This is an optimization exercise on Yosys and OpenROAD, whose aim is small area, a short achievable clock period and few clock cycles per item, not a production implementation.
In this exercise RTL edits were held to simulation tests only and were not proved equivalent to the original.

Design face_track_associator, start of the top module:
module face_track_associator #(
  parameter int unsigned MAX_FACES = fta_pkg::MAX_FACES_DEF
) (
  input  logic                        clk_i,
  input  logic                        rst_ni,
  input  logic                        in_valid,
  output logic                        in_ready,
  input  logic                        in_func,
  input  logic [fta_pkg::COORD_W-1:0] in_det_x,
  input  logic [fta_pkg::COORD_W-1:0] in_det_y,
  input  logic [fta_pkg::COORD_W-1:0] in_det_width,
  input  logic [fta_pkg::COORD_W-1:0] in_det_height,
  input  logic                        in_passes_check,
  output logic                        out_valid,
  input  logic                        out_ready,
  output logic                        out_result_kind,
  output logic                        out_matched,
  output logic [fta_pkg::COORD_W-1:0] out_kept_x,
  output logic [fta_pkg::COORD_W-1:0] out_kept_y,
  output logic                        out_stored,
  output logic                        out_overflow,
  output logic [fta_pkg::TRACK_W-1:0] out_tracked_count,
  input  logic                        psel,
  input  logic                        penable,
  input  logic                        pwrite,
  input  logic [fta_pkg::APB_AW-1:0]  paddr,
  input  logic [fta_pkg::APB_DW-1:0]  pwdata,
  output logic [fta_pkg::APB_DW-1:0]  prdata,
  output logic                        pready
);
For scale: about 7500 cells after synthesis, roughly 1300 flip-flops, ~160 I/O pins.
make LEC_CHECK=0 CAP_MARGIN=20 CORE_MARGIN=2 CORE_UTILIZATION=40 CTS_BUF_LIST=sky130_fd_sc_hd__clkbuf_8 SETUP_SLACK_MARGIN=1.0 SLEW_MARGIN=20 finish   # period 8.5 ns
run.sh (not shown) runs the stock make flow with config.mk's settings and CLKGATE_MAP_FILE= SYNTH_SCRIPT=/design/flow/synth_recipe.tcl, a recipe that flattens the netlist after the stock synthesis.
Testbench counts at the start, summed over its fixed seeds: cycles 5,335, items 3,950.
Change:
--- a/flow/design.v
+++ b/flow/design.v
@@ -130,21 +130,21 @@
   logic          a_v_q, a_func_q, a_pass_q, a_first_q, a_nocand_q;
   logic [CW-1:0] a_x_q, a_y_q, a_w_q, a_h_q;
   logic [FB-1:0] a_lox_q, a_hix_q, a_loy_q, a_hiy_q;
   logic [N-1:0]  a_iss_q;
   localparam int unsigned LW = fta_pkg::LIMIT_W;        
   localparam int unsigned DW = fta_pkg::DIST_W;          
   localparam int unsigned MW = DW + TW + 1;               
   logic          e1_v_q, e1_sv_q, e1_first_q, e1_last_q, e1_func_q, e1_pass_q;
   logic [3:0]    e1_idx_q;
   logic [CW-1:0] e1_x_q, e1_y_q, e1_w_q, e1_h_q;
-  logic [CW:0]   e1_dx_q, e1_dy_q;          
+  logic [CW:0]   e1_dx_q, e1_dy_q;
   logic          e2_v_q, e2_sv_q, e2_first_q, e2_last_q, e2_func_q, e2_pass_q;
   logic [3:0]    e2_idx_q;
   logic [CW-1:0] e2_x_q, e2_y_q;
   logic [CW:0]   e2_dx_q, e2_dy_q;
   logic [DW-1:0] e2_d_q;
   logic [2*CW-1:0] e2_wh_q;
   logic          e3_v_q, e3_cand_q, e3_first_q, e3_last_q, e3_func_q, e3_pass_q;
   logic [3:0]    e3_idx_q;
   logic [CW-1:0] e3_px_q, e3_py_q;
   logic [DW-1:0] e3_d_q;
@@ -232,33 +232,33 @@
     end else if (can_issue) begin
       a_iss_q    <= a_iss_q | sel;
       a_first_q  <= 1'b0;
     end
   end
   logic          sx1, sy1;
   logic [DW-1:0] ax1, ay1, w1, h1, cx1, cy1, d1;
   logic [2*CW-1:0] wh1;
   assign sx1  = e1_dx_q[CW];
   assign sy1  = e1_dy_q[CW];
-  assign ax1  = DW'(e1_dx_q[CW-1:0]);
-  assign ay1  = DW'(e1_dy_q[CW-1:0]);
+  assign ax1  = DW'(e1_dx_q[CW-1:0] ^ {CW{sx1}});
+  assign ay1  = DW'(e1_dy_q[CW-1:0] ^ {CW{sy1}});
   assign w1   = DW'(e1_w_q);
   assign h1   = DW'(e1_h_q);
   assign cx1  = sx1 ? h1 : '0;
   assign cy1  = sy1 ? w1 : '0;
   assign d1   = ax1 * h1 + cx1 + ay1 * w1 + cy1;
   assign wh1  = (2*CW)'(e1_w_q) * (2*CW)'(e1_h_q);
   logic [MW-1:0] m2;
   logic          cand2;
   logic [CW-1:0] tx2, ty2;
-  assign tx2   = e2_x_q + (e2_dx_q[CW-1:0] ^ {CW{!e2_dx_q[CW]}}) + CW'(1);
-  assign ty2   = e2_y_q + (e2_dy_q[CW-1:0] ^ {CW{!e2_dy_q[CW]}}) + CW'(1);
+  assign tx2   = e2_x_q - e2_dx_q[CW-1:0];
+  assign ty2   = e2_y_q - e2_dy_q[CW-1:0];
   assign m2    = MW'(e2_wh_q) * MW'(num_q) - MW'(e2_d_q) * MW'(den1_q) - MW'(1);
   assign cand2 = e2_sv_q && (den_zero || !m2[MW-1]);
   always_ff @(posedge clk_i or negedge rst_ni) begin
     if (!rst_ni) begin
       e1_v_q <= 1'b0;
       e2_v_q <= 1'b0;
       e3_v_q <= 1'b0;
     end else if (adv) begin
       e1_v_q <= can_issue;
       e2_v_q <= e1_v_q;
@@ -266,22 +266,22 @@
     end
   end
   always_ff @(posedge clk_i) begin
     if (adv) begin
       e1_sv_q    <= (rem != '0);
       e1_first_q <= a_first_q;
       e1_last_q  <= slot_last;
       e1_func_q  <= a_func_q;
       e1_pass_q  <= a_pass_q;
       e1_idx_q   <= sel_idx;
-      e1_dx_q    <= {sel_dx[CW], sel_dx[CW-1:0] ^ {CW{sel_dx[CW]}}};
-      e1_dy_q    <= {sel_dy[CW], sel_dy[CW-1:0] ^ {CW{sel_dy[CW]}}};
+      e1_dx_q    <= sel_dx;
+      e1_dy_q    <= sel_dy;
       e1_x_q     <= a_x_q;
       e1_y_q     <= a_y_q;
       e1_w_q     <= a_w_q;
       e1_h_q     <= a_h_q;
       e2_sv_q    <= e1_sv_q;
       e2_first_q <= e1_first_q;
       e2_last_q  <= e1_last_q;
       e2_func_q  <= e1_func_q;
       e2_pass_q  <= e1_pass_q;
       e2_idx_q   <= e1_idx_q;
After rerunning:
- setup slack is better by 8.7 ps
- register-to-register slack is worse by 200 ps
- die area rises by about 0.4%
- sequential share of layout area falls by 0.22 points
- global-route usage barely changes
- worst hold slack stays flat
- critical path depth rises by 9
- fmax stays flat
Testbench counts after the change, summed over its fixed seeds: cycles 5,335, items 3,950.

## static timing again, ports no longer ideal
In the flow no input, the clock included, has a driving cell. The finished layouts below were timed again as built, in two steps.
Step 1 assumes that a clkbuf_16 drives the clock port and a buf_2 every other input.
Step 2 moves the port delays by t, midway between the first and last clock arrival at a register: inputs arrive t later, outputs are due t later. That takes back most of the time a late clock gives input paths.
Three values: ideal, step 1, step 2; two values: the first two.
run | shift t [ns] | setup slack, ns | worst setup path at the end | pins driven straight from the clock port
the first run | 1.061 | 1.121 / 1.040 / 0.888 | input to register | 1
the second run | 1.054 | 1.130 / 1.089 / 0.661 | input to register | 1
After both steps every run listed still meets setup and hold. For the second run, which loses most, drivers alone change the setup slack by -0.041 ns; drivers and shift together by -0.469 ns.
